This design comes from an exercise in tuning for small area on the open sky130 flow, not from production work.
Function was checked by simulation only, so behaviour that the tests miss may differ from the original.
Power is estimated from default activity; no workload was simulated.

File: design.v
`default_nettype none
package pio_pkg;
   typedef struct packed {
      logic [5-1:0]  thr_id;
      logic [2-1:0]  buf_id;
      logic [3-1:0] size;
      logic [40-1:0] addr;
      logic [64-1:0] data;
   } ucb_req_t;
   typedef struct packed {
      logic [64-43-1:0] pad;
      logic [43-1:0]             map_addr;
   } pio_hdr_t;
   typedef union packed {
      pio_hdr_t                hdr;
      logic [64-1:0]  raw;
   } pio_payload_u;
   typedef struct packed {
      logic                   is_data;
      logic                   rw;         
      logic [1:0]             dest;
      logic [5-1:0]  thr_id;
      logic [2-1:0]  buf_id;
      logic [3-1:0] size;
      logic                   dword;      
      logic                   word_sel;   
      pio_payload_u           payload;
   } queue_word_t;
   typedef struct packed {
      logic                   rw;
      logic [1:0]             dest;
      logic [15:0]            be;
      logic [64-1:0] ad;
      logic [5-1:0]  thr_id;
      logic [2-1:0]  buf_id;
   } pio_out_t;
   typedef struct packed {
      logic [16-1:0] addr;
      logic [32-1:0]      data;
   } csr_wr_t;
endpackage
`default_nettype wire
`timescale 1ns/1ps
`default_nettype none
module pio_accept (
   input  wire logic                       clk,
   input  wire logic                       rst,
   input  wire logic                       rd_vld,
   input  wire logic                       wr_vld,
   input  pio_pkg::ucb_req_t                   req,
   input  wire logic                       q_full,
   output logic                            req_accepted,
   output logic                            csr_wr,
   output pio_pkg::csr_wr_t                         csr_wr_bus,
   output logic [16-1:0]      csr_rd_addr,
   output logic                            csr_rd_ack,
   output logic [5-1:0]           csr_ack_thr,
   output logic [2-1:0]           csr_ack_buf,
   output logic                            push,
   output pio_pkg::queue_word_t                     push_word
);
   localparam logic [1:0] ST_IDLE = 2'd0;
   localparam logic [1:0] ST_HDR  = 2'd1;
   localparam logic [1:0] ST_DATA = 2'd2;
   logic [1:0]            state;
   logic [1:0]            state_nxt;
   logic                  req_vld;
   logic                  csr_hit;
   logic                  in_idle;
   logic [43-1:0] map_addr;
   logic [1:0]            dest;
   pio_pkg::pio_payload_u          payload;
   assign req_vld = rd_vld | wr_vld;
   assign in_idle = state == ST_IDLE;
   always_comb begin
      state_nxt = state;
      case (state)
         ST_IDLE: begin
            if (req_vld & ~csr_hit & ~q_full)
               state_nxt = ST_HDR;
         end
         ST_HDR: begin
            if (wr_vld)
               state_nxt = ST_DATA;
            else
               state_nxt = ST_IDLE;
         end
         ST_DATA: state_nxt = ST_IDLE;
         default: state_nxt = ST_IDLE;
      endcase
   end
   always_ff @(posedge clk) begin
      if (rst)
         state <= ST_IDLE;
      else
         state <= state_nxt;
   end
   assign req_accepted = (state == ST_HDR & ~wr_vld)
                       | (state == ST_DATA)
                       | (in_idle & req_vld & csr_hit);
   assign csr_hit = req.addr[39:24] == 16'h80_00;
   assign csr_wr          = in_idle & wr_vld & csr_hit;
   assign csr_wr_bus.addr = req.addr[16-1:0];
   assign csr_wr_bus.data = req.data[32-1:0];
   assign csr_rd_addr     = req.addr[16-1:0];
   assign csr_rd_ack  = in_idle & rd_vld & csr_hit;
   assign csr_ack_thr = req.thr_id;
   assign csr_ack_buf = req.buf_id;
   always_comb begin
      if (req.addr[39:32] == 8'h80) begin
         if (req.addr[31:28] == 4'h0) begin
            map_addr = {15'h4000, req.addr[27:0]};
            if (req.addr[27:24] == 4'hE)
               dest = 2'd2;
            else if (req.addr[27:24] == 4'hF)
               dest = 2'd3;
            else
               dest = 2'd1;
         end else begin
            map_addr = {11'h600, req.addr[31:0]};
            dest     = 2'd0;
         end
      end else begin
         map_addr = {3'h7, req.addr};
         if (req.addr[39:38] == 2'b11)
            dest = req.addr[37] ? 2'd3 : 2'd2;
         else
            dest = 2'd1;
      end
   end
   always_comb begin
      if (state == ST_DATA) begin
         payload.raw = req.data;
      end else begin
         payload.hdr.pad      = '0;
         payload.hdr.map_addr = map_addr;
      end
   end
   assign push = (state == ST_HDR) | (state == ST_DATA);
   assign push_word.is_data  = state == ST_DATA;
   assign push_word.rw       = rd_vld;
   assign push_word.dest     = dest;
   assign push_word.thr_id   = req.thr_id;
   assign push_word.buf_id   = req.buf_id;
   assign push_word.size     = req.size;
   assign push_word.dword    = req.size == 3'd4;
   assign push_word.word_sel = req.addr[3];
   assign push_word.payload  = payload;
endmodule
`default_nettype wire
`timescale 1ns/1ps
`default_nettype none
module pio_queue (
   input  wire logic        clk,
   input  wire logic        rst,
   input  wire logic        push,
   input  pio_pkg::queue_word_t push_word,
   input  wire logic        pop,
   output logic             full,
   output logic             head_vld,
   output pio_pkg::queue_word_t      head_word
);
   logic [4:0] wptr;
   logic [4:0] rptr;
   logic [4:0] wptr_d1;
   logic [4:0] level;
   logic [4:0] level_nxt;
   logic [79:0] mem [0:16-1];
   always_ff @(posedge clk) begin
      if (push)
         mem[wptr[4-1:0]] <= push_word;
   end
   assign head_word = mem[rptr[4-1:0]];
   always_ff @(posedge clk) begin
      if (rst) begin
         wptr    <= '0;
         rptr    <= '0;
         wptr_d1 <= '0;
      end else begin
         if (push)
            wptr <= wptr + 1'b1;
         if (pop)
            rptr <= rptr + 1'b1;
         wptr_d1 <= wptr;
      end
   end
   assign head_vld = rptr != wptr_d1;
   always_comb begin
      case ({push, pop})
         2'b10:   level_nxt = level + 1'b1;
         2'b01:   level_nxt = level - 1'b1;
         default: level_nxt = level;
      endcase
   end
   always_ff @(posedge clk) begin
      if (rst)
         level <= '0;
      else
         level <= level_nxt;
   end
   assign full = level >= (4+1)'(15);
endmodule
`default_nettype wire
`timescale 1ns/1ps
`default_nettype none
module pio_issue (
   input  wire logic        clk,
   input  wire logic        rst,
   input  wire logic [3:0]  max_pio,
   input  wire logic        head_vld,
   input  pio_pkg::queue_word_t head_word,
   input  wire logic        pio_pop,
   input  wire logic        rd_done,
   output logic             pop,
   output logic             pio_req,
   output logic             pio_data_vld,
   output pio_pkg::pio_out_t         pio_out
);
   logic                   hdr_vld;
   logic                   stall_rd;
   logic                   rd_inc;
   logic [5-1:0] pend_cnt;
   logic [5-1:0] pend_nxt;
   logic [7:0]             pre_be;
   logic [7:0]             shift_be;
   logic [15:0]            be;
   assign hdr_vld      = head_vld & ~head_word.is_data;
   assign pio_data_vld = head_vld & head_word.is_data;
   assign pio_req = hdr_vld & ~(head_word.rw & stall_rd);
   assign pop = pio_pop & head_vld;
   assign rd_inc   = pop & hdr_vld & head_word.rw;
   assign stall_rd = pend_cnt > {1'b0, max_pio};
   always_comb begin
      pend_nxt = pend_cnt;
      if (rd_inc & ~rd_done)
         pend_nxt = pend_cnt + 1'b1;
      else if (~rd_inc & rd_done & (pend_cnt != '0))
         pend_nxt = pend_cnt - 1'b1;
   end
   always_ff @(posedge clk) begin
      if (rst)
         pend_cnt <= '0;
      else
         pend_cnt <= pend_nxt;
   end
   always_comb begin
      case (head_word.size)
         3'd0: pre_be = 8'h01;
         3'd1: pre_be = 8'h03;
         3'd2: pre_be = 8'h0f;
         3'd3: pre_be = 8'hff;
         default:      pre_be = 8'hff;
      endcase
   end
   assign shift_be = pre_be << head_word.payload.hdr.map_addr[2:0];
   always_comb begin
      if (head_word.dword)
         be = 16'hffff;
      else if (head_word.word_sel)
         be = {shift_be, 8'h00};
      else
         be = {8'h00, shift_be};
   end
   assign pio_out.rw     = head_word.rw;
   assign pio_out.dest   = head_word.dest;
   assign pio_out.be     = be;
   assign pio_out.ad     = head_word.payload.raw;
   assign pio_out.thr_id = head_word.thr_id;
   assign pio_out.buf_id = head_word.buf_id;
endmodule
`default_nettype wire
`timescale 1ns/1ps
`default_nettype none
module pio_req_top (
   input  wire logic                  clk,
   input  wire logic                  rst,
   input  wire logic [3:0]            max_pio,
   input  wire logic                  rd_vld,
   input  wire logic                  wr_vld,
   input  pio_pkg::ucb_req_t              req,
   output logic                       req_accepted,
   output logic                       csr_wr,
   output pio_pkg::csr_wr_t                    csr_wr_bus,
   output logic [16-1:0] csr_rd_addr,
   output logic                       csr_rd_ack,
   output logic [5-1:0]      csr_ack_thr,
   output logic [2-1:0]      csr_ack_buf,
   input  wire logic                  pio_pop,
   input  wire logic                  rd_done,
   output logic                       pio_req,
   output logic                       pio_data_vld,
   output pio_pkg::pio_out_t                   pio_out
);
   logic        q_full;
   logic        push;
   pio_pkg::queue_word_t push_word;
   logic        pop;
   logic        head_vld;
   pio_pkg::queue_word_t head_word;
   pio_accept pio_accept_inst (
      .clk          (clk),
      .rst          (rst),
      .rd_vld       (rd_vld),
      .wr_vld       (wr_vld),
      .req          (req),
      .q_full       (q_full),
      .req_accepted (req_accepted),
      .csr_wr       (csr_wr),
      .csr_wr_bus   (csr_wr_bus),
      .csr_rd_addr  (csr_rd_addr),
      .csr_rd_ack   (csr_rd_ack),
      .csr_ack_thr  (csr_ack_thr),
      .csr_ack_buf  (csr_ack_buf),
      .push         (push),
      .push_word    (push_word)
   );
   pio_queue pio_queue_inst (
      .clk       (clk),
      .rst       (rst),
      .push      (push),
      .push_word (push_word),
      .pop       (pop),
      .full      (q_full),
      .head_vld  (head_vld),
      .head_word (head_word)
   );
   pio_issue pio_issue_inst (
      .clk          (clk),
      .rst          (rst),
      .max_pio      (max_pio),
      .head_vld     (head_vld),
      .head_word    (head_word),
      .pio_pop      (pio_pop),
      .rd_done      (rd_done),
      .pop          (pop),
      .pio_req      (pio_req),
      .pio_data_vld (pio_data_vld),
      .pio_out      (pio_out)
   );
endmodule
`default_nettype wire
`timescale 1ns/1ps
`default_nettype none
module pio_req_unit (
   input  wire logic        clk,
   input  wire logic        rst,
   input  wire logic [3:0]  max_pio,
   input  wire logic        rd_vld,
   input  wire logic        wr_vld,
   input  wire logic [4:0]  req_thr_id,
   input  wire logic [1:0]  req_buf_id,
   input  wire logic [2:0]  req_size,
   input  wire logic [39:0] req_addr,
   input  wire logic [63:0] req_data,
   output logic             req_accepted,
   output logic             csr_wr,
   output logic [15:0]      csr_wr_addr,
   output logic [31:0]      csr_wr_data,
   output logic [15:0]      csr_rd_addr,
   output logic             csr_rd_ack,
   output logic [4:0]       csr_ack_thr,
   output logic [1:0]       csr_ack_buf,
   input  wire logic        pio_pop,
   input  wire logic        rd_done,
   output logic             pio_req,
   output logic             pio_data_vld,
   output logic             pio_out_rw,
   output logic [1:0]       pio_out_dest,
   output logic [15:0]      pio_out_be,
   output logic [63:0]      pio_out_ad,
   output logic [4:0]       pio_out_thr_id,
   output logic [1:0]       pio_out_buf_id
);
   pio_pkg::ucb_req_t req;
   pio_pkg::csr_wr_t  csr_wr_bus;
   pio_pkg::pio_out_t pio_out;
   assign req.thr_id = req_thr_id;
   assign req.buf_id = req_buf_id;
   assign req.size   = req_size;
   assign req.addr   = req_addr;
   assign req.data   = req_data;
   pio_req_top pio_req_top_inst (
      .clk          (clk),
      .rst          (rst),
      .max_pio      (max_pio),
      .rd_vld       (rd_vld),
      .wr_vld       (wr_vld),
      .req          (req),
      .req_accepted (req_accepted),
      .csr_wr       (csr_wr),
      .csr_wr_bus   (csr_wr_bus),
      .csr_rd_addr  (csr_rd_addr),
      .csr_rd_ack   (csr_rd_ack),
      .csr_ack_thr  (csr_ack_thr),
      .csr_ack_buf  (csr_ack_buf),
      .pio_pop      (pio_pop),
      .rd_done      (rd_done),
      .pio_req      (pio_req),
      .pio_data_vld (pio_data_vld),
      .pio_out      (pio_out)
   );
   assign csr_wr_addr    = csr_wr_bus.addr;
   assign csr_wr_data    = csr_wr_bus.data;
   assign pio_out_rw     = pio_out.rw;
   assign pio_out_dest   = pio_out.dest;
   assign pio_out_be     = pio_out.be;
   assign pio_out_ad     = pio_out.ad;
   assign pio_out_thr_id = pio_out.thr_id;
   assign pio_out_buf_id = pio_out.buf_id;
endmodule
`default_nettype wire
File: config.mk
export PLATFORM = sky130hd
export DESIGN_NAME = pio_req_unit
export DESIGN_NICKNAME = pio_req_unit
export VERILOG_FILES = /design/flow/design.v
export SDC_FILE = /design/flow/constraint.sdc
export NUM_CORES = 4
export LEC_CHECK = 0
export CAP_MARGIN = 20
export CORE_MARGIN = 2
export CORE_UTILIZATION = 40
export SLEW_MARGIN = 20
File: constraint.sdc
create_clock -name core_clock -period 5.0 [get_ports {clk}]
set_input_delay 1.0000 -clock core_clock [delete_from_list [all_inputs] [get_ports {clk}]]
set_output_delay 1.0000 -clock core_clock [all_outputs]
set_load 0.01 [all_outputs]
File: run.sh
#!/bin/bash
# synth_recipe.tcl (not shown) runs the flow's synth.tcl, then flattens the netlist and writes it again
# the make line also repeats each setting of config.mk as NAME=value (left out here)
make -C /OpenROAD-flow-scripts/flow DESIGN_CONFIG=/design/flow/config.mk WORK_HOME=/design/flow/orfs CLKGATE_MAP_FILE= SYNTH_SCRIPT=/design/flow/synth_recipe.tcl finish
==> flow_summary.ini <==
[detailed_routing]
ant_nets = 0
viasPerCell = 5.56
wl_per_cell_um = 28.0
drc_errors = 0
vias = 23900
routed_wl_um = 120000
first_pass_iters = 5
drtIter0Drc = 2333

[synth]
synth_area_leaders = edfxtp_1 75%, mux4_2 17%, dfxtp_1 1.2%
synth_ff_type = edfxtp_1
synth_edf_count = 1280
async_flop_share_pct = 0
netlist_area_mm2 = 0.0512
ys_seq_area_share_pct = 76.3
synth-seq-cells = 1311
yosysWarnings = 3
synth_top_area_share_pct = 75.1
post-synth-top-count-cell = edfxtp_1
yosys.area.top_type = edfxtp_1
postSynthCellCount = 2207
synth_common_cells = 1280 x edfxtp_1, 391 x mux4_2, 73 x buf_4
avgSynthCellArea_um2 = 23.2
synth_fp_nets = 2353
yosysUniqueCellTypes = 53

[timing]
period_share_pct = 96.9
setup_tns_ns = 0
relSlewSlack_pct = 30.1
fmax_mhz = 206
rsz0062_at_grt = false
fin_skew_ns = 0.0234
worst_slack_ns = 0.156
fin_crit_ns = 4.84
worstMarginPinSlew_ns = 1.05
whs_ns = 0.479
drv_slew = 0
setup_viol = 0
hold_violations = 0

[cts]
cts_root_buf = clkbuf_16
clkTransAtPathRegs_ns = 0.06
cts_tree = done
clock_latency_ns = 0.74
cts_buffers = 136
htree_levels = 4
clock_path_buffers = 3
numClockSinks = 1311

[min_path]
hold_path.startpoint = pio_req_top_inst.pio_queue_inst.wptr[4]
hold_path.class = flop to flop

[critical_path]
start_kind = flop
worstPathArrival_ns = 3.84
worstSetupPathType = flop to output pin
path_cells = buf_4 > mux4_2 > a22o_1 > nor2_2 > nand2_1 > and2_1 > o31ai_1 > clkdlybuf4s50_1
slowest_stage = clkdlybuf4s50_1
path_max_fanout = 10
critPathMaxStageDelay_ns = 0.60
crit_path_end_kind = output pin
cp.required_ns = 4.00

[pwr]
p_per_area_mw_per_mm2 = 429
p_leak_nw = 18.7
peakVddDrop_v = 0.000218

[place]
placedCellCount = 4043
gp_congestion = 0.759
portBuffers = 289
dp_slack_ns = 0.649
hpwl_um = 63500

[floorplanning]
rows = 131
core_mm2 = 0.127
pin_count = 290
die_x_um = 362
fp.dieArea_mm2 = 0.131
die_h_um = 362
start_util_pct = 40.2

[grt]
grt_overflow = 0
grt_use_total_pct = 18.4
grt_pass1_wl_um = 173000
grt_start_max_net_pins = 81
antenna_found_initial = 4
grt_pass1_vias = 25300

[cells_and_area]
syn2layout_area_growth_pct = 18.0
drive_gt1_share_pct = 27.5
fillers = 10200
fin_nets = 2675
finish.utilization_pct = 47.4
final_cells = 4301

[outcome]
status = complete, no violations

[job]
maxCapViolations = 0
[through the flow]
stage          area [um^2]  power [mW]
2_1_floorplan        51200        15.1
3_3_place_gp         56000        16.4
3_5_place_dp         56000        16.5
4_1_cts              60300        26.2
5_1_grt              60400        26.9
6_report             60400        25.9
[critical path, delay by kind of cell, from the launching register on]
family                 cells  cell delay, ns
AND/OR/NAND/NOR            3            0.83
AO/OA/AOI/OAI              2            0.49
buffers and inverters      2            0.79
multiplexers               1            0.51
flip-flops                 1            0.48
[report_power, final]
group          internal [mW]  switching [mW]  total, mW
Clock                   5.51            4.17       9.68
Combinational           2.00            1.82       3.82
Sequential              12.4           0.103       12.5
[registers in the layout, summed over array words and instances, names as in the netlist, named ones only]
name                                      cells
pio_req_top_inst.pio_queue_inst.wptr_d1       5
pio_req_top_inst.pio_queue_inst.level         5
pio_req_top_inst.pio_queue_inst.mem        1280
pio_req_top_inst.pio_queue_inst.wptr          5
pio_req_top_inst.pio_accept_inst.state        2
pio_req_top_inst.pio_issue_inst.pend_cnt      5
pio_req_top_inst.pio_queue_inst.rptr          5
[kinds of logic after synthesis]
logic type | after synthesis | synth area share (%)
buffers and inverters | 200 | 2.13
AND/OR/NAND/NOR | 144 | 1.48
XOR/XNOR | 18 | 0.308
adder cells (fa/ha/maj) | 22 | 0.567
AO/OA/AOI/OAI | 74 | 0.978
flip-flops | 1311 | 76.3
multiplexers | 438 | 18.2
[final cells by class]
cell class	instances	area, um^2	share of cell area, %
Sequential cell	1311	39100	64.7
Multi-Input combinational cell	696	11100	18.4
Timing Repair Buffer	358	3750	6.20
Clock buffer	159	3530	5.85
Tap cell	1662	2080	3.44
Clock inverter	87	753	1.25
Inverter	26	103	0.170
Antenna cell	2	5.00	0.00828
[final timing paths]
check / end / slack [ns] / depth (start not counted)
worst max-delay path: pio_out_be[12] / 0.16 / 8
worst min-delay path: pio_req_top_inst.pio_queue_inst.wptr_d1[4] / 0.48 / 1
worst max register to register: pio_req_top_inst.pio_issue_inst.pend_cnt[4] / 1.06 / 12
worst min register to register: pio_req_top_inst.pio_queue_inst.wptr_d1[4] / 0.48 / 1
[placed cells by master (no fill, tap or decap), types with 5 or more instances in the layout]
cell type	Yosys	final
nor2_1	33	33
inv_6	0	5
ha_1	20	19
inv_1	25	25
nor3_1	7	7
buf_4	73	44
clkinv_8	0	7
a22oi_1	6	5
edfxtp_1	1280	1280
o31ai_1	5	5
xnor2_1	5	5
nand4_1	5	5
o21ai_0	20	20
and2_4	0	16
dfxtp_1	31	27
bufinv_16	0	8
and2_1	40	24
xor2_1	13	13
nor2b_1	9	9
clkbuf_1	63	21
clkdlybuf4s50_1	0	288
mux4_2	391	391
clkinv_2	0	24
clkinv_1	0	36
mux2_2	42	42
nand2_1	24	24
a21oi_1	14	14
clkbuf_16	0	139
a22o_1	7	7
buf_12	0	19
nand3_1	9	9
[layer usage]
layer  track usage (%)  routed length (um)  vias up
met3              3.06                6650      166
met4              5.80                2830        4
met5                 0                  25        -
li1                  -                   -     9951
met1              24.3               49800    13000
met2              31.1               61100      831
[timing repair]
item | 4_1_cts | 5_1_grt
gates cloned | 0 | 1
setup endpoints to repair | 60 | 20
setup buffers | 2 | 7
hold buffers | 0 | 0
hold endpoints to repair | 0 | 0
gates resized for setup | 3 | 3

static timing again, ports no longer ideal:
How much do the figures lean on ideal ports? The routed layout below was timed once more, with nothing changed but the port constraints. Step 1, drivers: a clkbuf_16 drives clk and a buf_2 each remaining input, both assumed. Step 2 times the ports against the registers' clock, not the clock port: input delays grow and output delays shrink by t, the midpoint of the rising clock arrivals with the driver on. Three values: no drivers, after step 1, after step 2; two values: the first two.
t, ns: 0.802
setup WS [ns]: 0.156 / 0.083 / 0.708
worst hold slack (ns): 0.479 / 0.479 / 0.479
slew at the worst register clock pin (ns): 0.06 / 0.06
pins driven straight from the clock port: 1
After both steps setup and hold are still met in this run. For this run, drivers alone change the setup slack by -0.073 ns; drivers and shift together by +0.552 ns.
